Background: an optimization exercise with open tools, aiming at small area and a short achievable clock period. Do not read the settings as production practice. Only simulation tests tie the RTL to the original design; equivalence was not proved. In this run the design's own scripts or RTL, not TritonCTS, make the clock network. The flow treats the clock pin as an ideal source. Dropping or thinning the clock tree relies on that and would not hold on a real chip. Power and IR drop assume default switching activity.

==> flow/design.v <==
module strawman_rx_fsm #(
  parameter int DATA_LINE_WIDTH = 40,
  parameter int WORD_SIZE       = 32,
  parameter int TIMEOUT_CYCLES  = 64
) (
  input  logic                       clk,
  input  logic                       rst,
  input  logic [DATA_LINE_WIDTH-1:0] i_flit,
  input  logic                       i_flit_valid,
  output logic [1075:0]              o_protocol_bus,
  output logic                       o_valid,
  input  logic                       i_ready,
  output logic                       o_err,
  output logic                       o_overflow,
  output logic                       o_busy
);
  if (DATA_LINE_WIDTH != 40 || WORD_SIZE != 32 || TIMEOUT_CYCLES < 1) begin : g_bad_cfg
    $error("strawman_rx_fsm: unsupported parameter set");
  end
  logic r_ex, r_dat, r_done, r_busy;
  logic r_valid, r_err, r_ovf;
  logic        rx_mode;
  logic [2:0]  rx_cmd, rx_len;
  logic        rx_azero;           
  logic [31:0] rx_addr;
  logic [5:0]  rx_f1, rx_f2;
  logic [1023:0] rx_data;
  logic [4:0]  r_cnt;
  logic        ob_mode;
  logic [2:0]  ob_cmd, ob_len;
  logic [31:0] ob_addr;
  logic [5:0]  ob_f1, ob_f2;
  logic [1023:0] ob_data;
  logic w_hdr, w_bad, w_good, w_last, w_dwe, w_exwe, w_load, w_hold;
  logic [2:0] h_cmd, h_len;
  logic h_mode;
  assign h_mode = i_flit[0];
  assign h_cmd  = i_flit[4:2];
  assign h_len  = i_flit[7:5];
  assign w_hdr  = !r_busy && i_flit_valid && i_flit[1];
  assign w_bad  = h_cmd > 3'd2 || h_len > 3'd5;
  assign w_good = w_hdr && !w_bad;
  assign w_last = r_cnt == 5'((6'd1 << rx_len) - 6'd1);
  assign w_dwe  = r_dat && i_flit_valid;
  assign w_exwe = r_ex && i_flit_valid;
  assign w_load = r_done && (!r_valid || i_ready);
  assign w_hold = r_valid && !i_ready;
  always_ff @(posedge clk) begin
    if (rst) begin
      r_ex    <= 1'b0;
      r_dat   <= 1'b0;
      r_done  <= 1'b0;
      r_busy  <= 1'b0;
      r_valid <= 1'b0;
      r_err   <= 1'b0;
      r_ovf   <= 1'b0;
    end else begin
      r_ex    <= w_good ? (h_mode && h_cmd != 3'd2) : (r_ex && !i_flit_valid);
      r_dat   <= w_good ? (h_cmd != 3'd0 && !(h_mode && h_cmd != 3'd2)) :
                 w_exwe ? (rx_cmd != 3'd0) : (r_dat && !(i_flit_valid && w_last));
      r_done  <= w_good ? (!h_mode && h_cmd == 3'd0) :
                 (w_exwe && rx_cmd == 3'd0) || (w_dwe && w_last);
      r_busy  <= w_good || (r_busy && !r_done);
      r_valid <= w_load || w_hold;
      r_err   <= w_hdr && w_bad;
      if (r_done && !w_load) r_ovf <= 1'b1;
    end
  end
  always_ff @(posedge clk) begin
    if (w_good) begin
      rx_mode  <= h_mode;
      rx_cmd   <= h_cmd;
      rx_len   <= h_len;
      rx_azero <= h_mode || h_cmd == 3'd2;
      rx_f1    <= i_flit[13:8];
      rx_f2    <= i_flit[19:14];
      rx_addr  <= i_flit[39:8];
      r_cnt    <= 5'd0;
    end else begin
      if (w_exwe) begin
        rx_addr  <= i_flit[31:0];
        rx_azero <= 1'b0;
      end
      if (w_dwe) r_cnt <= r_cnt + 5'd1;
    end
  end
  for (genvar k = 0; k < 32; k++) begin : g_word
    logic w_sel, w_we;
    assign w_sel = r_dat && r_cnt == 5'(k);
    assign w_we  = w_sel && i_flit_valid;
    always_ff @(posedge clk)
      rx_data[32*k +: 32] <= (i_flit[31:0] & {32{w_we}}) | (rx_data[32*k +: 32] & {32{r_dat}});
  end
  always_ff @(posedge clk) begin
    ob_mode <= (rx_mode & w_load) | (ob_mode & w_hold);
    ob_cmd  <= (rx_cmd & {3{w_load}}) | (ob_cmd & {3{w_hold}});
    ob_len  <= (rx_len & {3{w_load}}) | (ob_len & {3{w_hold}});
    ob_addr <= (rx_addr & {32{w_load && !rx_azero}}) | (ob_addr & {32{w_hold}});
    ob_f1   <= (rx_f1 & {6{w_load && rx_mode}}) | (ob_f1 & {6{w_hold}});
    ob_f2   <= (rx_f2 & {6{w_load && rx_mode}}) | (ob_f2 & {6{w_hold}});
    ob_data <= (rx_data & {1024{w_load}}) | (ob_data & {1024{w_hold}});
  end
  assign o_protocol_bus = {ob_f2, ob_f1, ob_data, ob_addr, ob_len, ob_cmd, 1'b1, ob_mode};
  assign o_valid    = r_valid;
  assign o_err      = r_err;
  assign o_overflow = r_ovf;
  assign o_busy     = r_busy;
endmodule
==> flow/flow/run.sh <==
#!/bin/bash
cp standard.sh standard.sh.txt
export BUFFER_PORTS_ARGS="-buffer_cell sky130_fd_sc_hd__buf_2"
export PRE_CTS_TCL="$(pwd)/flow/cts_hook.tcl"
export MCTS_REGIONS=4
export MCTS_CLUSTER=30
export POST_GLOBAL_PLACE_TCL="$(pwd)/flow/gp_hook.tcl"
bash standard.sh MATCH_CELL_FOOTPRINT=0 finish > standard.log 2>&1
==> flow/flow/cts_hook.tcl <==
source [file join [file dirname [info script]] mcts.tcl]
mcts_build $::env(MCTS_REGIONS) $::env(MCTS_CLUSTER) [expr {[info exists ::env(MCTS_MIDS)] ? $::env(MCTS_MIDS) : 1}]
set_propagated_clock [all_clocks]
rename clock_tree_synthesis orfs_clock_tree_synthesis_unused
proc clock_tree_synthesis { args } {
  puts "clock tree built by cts_hook.tcl; TritonCTS not run"
}
==> flow/flow/gp_hook.tcl <==
# POST_GLOBAL_PLACE hook: place the pins again now that the cells (and the port buffers) are
# placed, so each port sits at the die edge next to its buffer.
log_cmd place_pins -hor_layers $::env(IO_PLACER_H) -ver_layers $::env(IO_PLACER_V) {*}[env_var_or_empty PLACE_PINS_ARGS]
==> flow/flow/mcts.tcl <==
# Manual two-level clock tree: the clock port drives NQ root clkbuf_16 (one per region),
# each root drives the clkbuf_16 leaf buffers of its region, each leaf drives about CS flip-flops.
proc mcts_centroid { its } {
  set sx 0; set sy 0
  foreach it $its {
    set b [[$it getInst] getBBox]
    set sx [expr {$sx + ([$b xMin]+[$b xMax])/2}]
    set sy [expr {$sy + ([$b yMin]+[$b yMax])/2}]
  }
  set n [llength $its]
  return [list [expr {$sx/$n}] [expr {$sy/$n}]]
}
proc mcts_xy { it } {
  set b [[$it getInst] getBBox]
  return [list [expr {([$b xMin]+[$b xMax])/2}] [expr {([$b yMin]+[$b yMax])/2}]]
}
# split items (list of {x y payload}) into k groups of equal count, in strips along x then y
proc mcts_grid { items k } {
  set n [llength $items]
  set kx [expr {max(1, int(round(sqrt($k))))}]
  set ky [expr {max(1, int(ceil(double($k)/$kx)))}]
  set byx [lsort -real -index 0 $items]
  set groups {}
  set per [expr {double($n)/$kx}]
  for {set i 0} {$i < $kx} {incr i} {
    set a [expr {int(round($i*$per))}]; set b [expr {int(round(($i+1)*$per))-1}]
    set strip [lsort -real -index 1 [lrange $byx $a $b]]
    set m [llength $strip]
    set per2 [expr {double($m)/$ky}]
    for {set j 0} {$j < $ky} {incr j} {
      set c [expr {int(round($j*$per2))}]; set d [expr {int(round(($j+1)*$per2))-1}]
      set g [lrange $strip $c $d]
      if {[llength $g]} { lappend groups $g }
    }
  }
  return $groups
}
proc mcts_build { nq cs {nm 1} } {
  set block [ord::get_db_block]
  set db [ord::get_db]
  set master [$db findMaster sky130_fd_sc_hd__clkbuf_16]
  set clk [$block findNet clk]
  set items {}
  foreach it [$clk getITerms] {
    if {[[$it getMTerm] getIoType] ne "INPUT"} continue
    lassign [mcts_xy $it] x y
    lappend items [list $x $y $it]
  }
  set regions [mcts_grid $items $nq]
  set r 0
  foreach reg $regions {
    set nl [expr {max(1, int(round(double([llength $reg])/$cs)))}]
    set clusters [mcts_grid $reg $nl]
    set rnet [odb::dbNet_create $block "clknet_r$r"]
    $rnet setSigType CLOCK
    set rinst [odb::dbInst_create $block $master "clkbuf_r$r"]
    set lx 0; set ly 0; set l 0
    foreach cl $clusters {
      set its {}
      foreach e $cl { lappend its [lindex $e 2] }
      lassign [mcts_centroid $its] cx cy
      set lnet [odb::dbNet_create $block "clknet_r${r}_l$l"]
      $lnet setSigType CLOCK
      set linst [odb::dbInst_create $block $master "clkbuf_r${r}_l$l"]
      $linst setLocation [expr {int($cx)}] [expr {int($cy)}]
      $linst setPlacementStatus PLACED
      [$linst findITerm A] connect $rnet
      [$linst findITerm X] connect $lnet
      foreach it $its { $it disconnect; $it connect $lnet }
      set lx [expr {$lx + $cx}]; set ly [expr {$ly + $cy}]
      incr l
    }
    $rinst setLocation [expr {int($lx/$l)}] [expr {int($ly/$l)}]
    $rinst setPlacementStatus PLACED
    [$rinst findITerm A] connect $clk
    [$rinst findITerm X] connect $rnet
    if {$nm > 1} { mcts_midlevel $block $master $rnet $nm "r$r" }
    puts "mcts: region $r: [llength $reg] sinks, $l leaves"
    incr r
  }
}

# Put NM mid buffers between a root net and the leaf buffers it drives.
proc mcts_midlevel { block master rnet nm tag } {
  set items {}
  foreach it [$rnet getITerms] {
    if {[[$it getMTerm] getIoType] ne "INPUT"} continue
    lassign [mcts_xy $it] x y
    lappend items [list $x $y $it]
  }
  set m 0
  foreach g [mcts_grid $items $nm] {
    set its {}
    foreach e $g { lappend its [lindex $e 2] }
    lassign [mcts_centroid $its] cx cy
    set mnet [odb::dbNet_create $block "clknet_${tag}_m$m"]
    $mnet setSigType CLOCK
    set minst [odb::dbInst_create $block $master "clkbuf_${tag}_m$m"]
    $minst setLocation [expr {int($cx)}] [expr {int($cy)}]
    $minst setPlacementStatus PLACED
    foreach it $its { $it disconnect; $it connect $mnet }
    [$minst findITerm A] connect $rnet
    [$minst findITerm X] connect $mnet
    incr m
  }
}
==> flow/standard.sh <==
#!/bin/bash
# synth_recipe.tcl (not shown) runs the flow's synth.tcl, then flattens the netlist and writes it again
# the make line also repeats each setting of config.mk as NAME=value (left out here)
make -C /OpenROAD-flow-scripts/flow DESIGN_CONFIG=/design/flow/config.mk WORK_HOME=/design/flow/orfs CLKGATE_MAP_FILE= SYNTH_SCRIPT=/design/flow/synth_recipe.tcl "${@:-finish}"
==> flow/config.mk <==
export PLATFORM = sky130hd
export DESIGN_NAME = strawman_rx_fsm
export DESIGN_NICKNAME = strawman_rx_fsm
export VERILOG_FILES = /design/flow/design.v
export SDC_FILE = /design/flow/constraint.sdc
export NUM_CORES = 4
export LEC_CHECK = 0
export CAP_MARGIN = 20
export CORE_MARGIN = 2
export CORE_UTILIZATION = 40
export SETUP_SLACK_MARGIN = 2.8
export SLEW_MARGIN = 20
==> flow/constraint.sdc <==
create_clock -name core_clock -period 5.0 [get_ports {clk}]
set_input_delay 1.0000 -clock core_clock [delete_from_list [all_inputs] [get_ports {clk}]]
set_output_delay 1.0000 -clock core_clock [all_outputs]
set_load 0.01 [all_outputs]
==> summary.txt <==
====================================================================================
Result of the run                                   no timing/DRC/antenna violations
Crit-path max FO                                                                   2
Mapped Cells                                                                    5082
Detailed-route DRC error count                                                     0
Worst endpoint data arrival time                                             1.19 ns
Number of buffers added to fix hold violations after cts                           0
Hold path startpoint                                                         ob_mode
Proportion of synthesized flip-flops having asynchronous set or reset             0%
Crit end category                                                        output port
Critical path's slowest cell                                                 dfxtp_1
Adder and majority cell fraction of the synthesized area                     0.1321%
Number of antenna violations at the first check in global routing                 15
Share of the cycle needed by the critical path after routing                  43.89%
Layout filler cell count                                                       14930
GRT Residual Overflow                                                              0
Die Footprint                                                             169000 µm²
Static leakage power                                                        32.72 nW
Via count of the first global-routing pass                                     43300
Setup repair after global routing missed its margin                             true
GRT Total Usage                                                               27.68%
Clock network power share                                                      30.9%
Site Rows                                                                        149
Total internal power                                                       0.02040 W
Area of the multi-input gates                                              19870 µm²
Area Growth Syn to Fin                                                        15.08%
Initial standard-cell utilization of the core                                 40.22%
Number of vias per cell                                                        5.920
Max-slew violation count                                                           0
Reg-to-reg startpoint                                                        r_valid
Total number of vias                                                           47560
Iteration-0 DRC count of the detailed router                                    4845
Net count of the finished layout                                                5892
Routed wire per std cell                                                    31.44 µm
Post-synth EDFFs                                                                  52
Core Util, Final                                                              46.28%
Dominant cells by area after synthesis                                  dfxtp_1, a22o_1, edfxtp_1
Post-Route Setup TNS                                                            0 ns
WP data required                                                             4.00 ns
Critical path origin                                                    ob_data[706]
Switch Pwr                                                                0.005754 W
Main combinational cell family by area after synthesis                  compound AO/OA/AOI/OAI gates
Post-route ant nets                                                                0
Count of buffers inserted at the top-level ports                                1122
Switching power as a share of total power                                     22.00%
Peak clock frequency supported by timing                                   455.7 MHz
Power density over the cells                                            342.9 nW/µm²
Chip height                                                                 411.1 µm
Number of failing hold endpoints at the final stage                                0
Num ports                                                                       1124
Classification of the worst-slack hold path                                  reg2reg
Post-synthesis register bit count                                               2163
Final Power                                                                0.02615 W
Compound-Gate Fraction of Synth Area                                          28.01%
Top cells by instance count after synthesis                             dfxtp_1, a22o_1, clkbuf_1, buf_2, nand2_1
Worst setup path class                                                       reg2out
Final Skew                                                                0.03169 ns
Syn_nets                                                                        5133
Chip Width                                                                  411.1 µm
Sequential area share after synthesis                                         66.12%
Library cell with the highest instance count after synthesis                 dfxtp_1
Syn Std Cell Area                                                          66280 µm²
Combined buffer and inverter count along the critical path                         1
First-pass GRT wire length                                                 342600 µm
Total of endpoints with negative setup slack in the final report                   0
Number of iterations in the first detailed-routing pass                            5
Post-synth cell types                                                             52
Critical path startpoint category                                           register
Transition time at the pin with the least slew margin                       1.219 ns
Sequence of cells on the critical path                                         buf_2
Worst vdd ir                                                               0.3930 mV
Average footprint of a synthesized cell                                    13.04 µm²
Tightest slew margin relative to the limit                                    18.76%
Cell type with the highest aggregate area in the netlist                     dfxtp_1
Fraction of synthesized cell area in xor and xnor cells                      0.1057%
Time the final worst path needs with I/O delays and setup                   2.194 ns
Pin count of the biggest net entering global routing                             207
Max capacitance violation total                                                    0
Hpwl dp                                                                    147900 µm
Clk Latency, worst-skew pair                                                 0.58 ns
Multiplexer share of the synthesized area                                   0.01510%
Most used DFF post-synth                                                     dfxtp_1
Combinational cell fraction of total power                                      2.8%
Flip-flop and latch area                                                   43840 µm²
Yosys warning total                                                                1
Fraction of the mapped netlist area in simple logic gates                     1.312%
Core outline area                                                         164800 µm²
Final wirelength                                                           252600 µm
Fraction of post-synthesis cell area in the top cell type by area             63.76%
Clock slew seen by the registers of the worst setup and hold paths           0.10 ns
Largest stage delay on the critical path                                     0.37 ns
Proportion of layout cells with a drive suffix above 1                        24.30%
Flop pwr share                                                                 66.3%
Delay-heaviest family, CP                                                 flip-flops
====================================================================================
cells in the final DEF, fill, tap and decap left out, drive strengths merged, types with 2 or more instances in the layout:
cell,count
dfxtp,2111
a22o,2098
buf,1239
clkbuf,108
nand2,96
edfxtp,52
nor2,47
ha,7
inv,6
diode,5
and3,5
nand3,5
xor2,4
xnor2,4
a21oi,4
and2,4
or2,4
nor2b,4
nand4,3
a211oi,3
nor3,3
nor4,3
nand2b,3
a21o,2
o211a,2
nor3b,2
or3,2
final timing paths:
kind / cells after the start / to / slack (ns)
worst max-delay path: 1 / o_protocol_bus[746] / 2.81
worst min-delay path: 1 / ob_mode / 0.46
worst min register to register: 1 / ob_mode / 0.46
worst max register to register: 5 / ob_data[390] / 2.90
power groups by stage:
stage	clock network, W	registers, W	logic (W)
final	0.00808	0.0173	0.000726
after global routing	0.00870	0.0174	0.000733
after CTS	0.00813	0.0173	0.000711
after detailed placement	0	0.0177	0.000682
after global placement	0	0.0177	0.000679
after floorplan	0	0.0177	0.000307
kinds of logic after synthesis:
kind of cell    count (synthesis)
compound gates               2120
xor+xnor                        8
fa+ha+maj                       7
buf+inv                       606
flops                        2163
mux                             1
other cells                     1
simple gates                  176
repair_timing:
item                                     CTS  global route
gates resized for setup                   61            36
setup buffers                             37             5
endpoints found under the setup margin  2026          1309
gates cloned                              19             9
pin swaps                                 17             0
sequential cells by signal, summed over array words and instances (netlist names), 3 cells and up:
signal and count:
ob_addr 32, ob_cmd 3, ob_data 1024, ob_f1 6, ob_f2 6, ob_len 3
r_cnt 5, rx_addr 32, rx_cmd 3, rx_data 1024, rx_f1 6, rx_f2 6
rx_len 3
metal layers:
layer  global-route usage [%]  vias up  wire length [µm]
li1                         -    20670                 -
met1                    35.66    24520            103000
met2                    45.01     1958            117500
met3                    5.731      396             19120
met4                    11.77        8             12860
met5                        0        -                57
stage by stage:
| step | instance area [µm²] | cells | hold slack (ns) | setup slack (ns) |
|---|---|---|---|---|
| after floorplan | 66300 | 5082 | 0.4276 | 2.559 |
| after global placement | 72780 | 7872 | 0.4275 | 1.715 |
| after detailed placement | 72830 | 7874 | 0.4342 | 1.708 |
| after CTS | 75920 | 8014 | 0.4580 | 2.575 |
| after global routing | 76270 | 8031 | 0.4780 | 2.775 |
| final | 76270 | 8033 | 0.4573 | 2.806 |
layout make-up:
type,count,share of cell area [%]
multi-input combinational,2323,26.05
timing repair buffer,1263,10.08
sequential,2163,57.48
tap,2189,3.591
inverter,6,0.02953
buffer,84,2.756
antenna,5,0.01640

port drivers added, routing unchanged:
In the flow no input, the clock included, has a driving cell. The finished layout below was timed again as built, in two steps.
Step 1, drivers: a clkbuf_16 drives clk and a buf_2 each remaining input, both assumed.
Step 2 adds t to the input delays and takes it off the output delays; t is the mean of the earliest and latest rising clock arrival at the registers after step 1. Input paths then give back, and output paths get back, about the clock's delay inside the block.
a / b / c = ideal ports / drivers / drivers and shift; a / b = the first two.
shift t [ns]: 0.766
setup WS [ns]: 2.806 / 2.602 / 2.067
worst register clock-pin slew, ns: 0.12 / 0.12
After both steps setup and hold are still met in this run. The setup slack of this run moves by -0.204 ns with the drivers and by -0.739 ns with both steps.
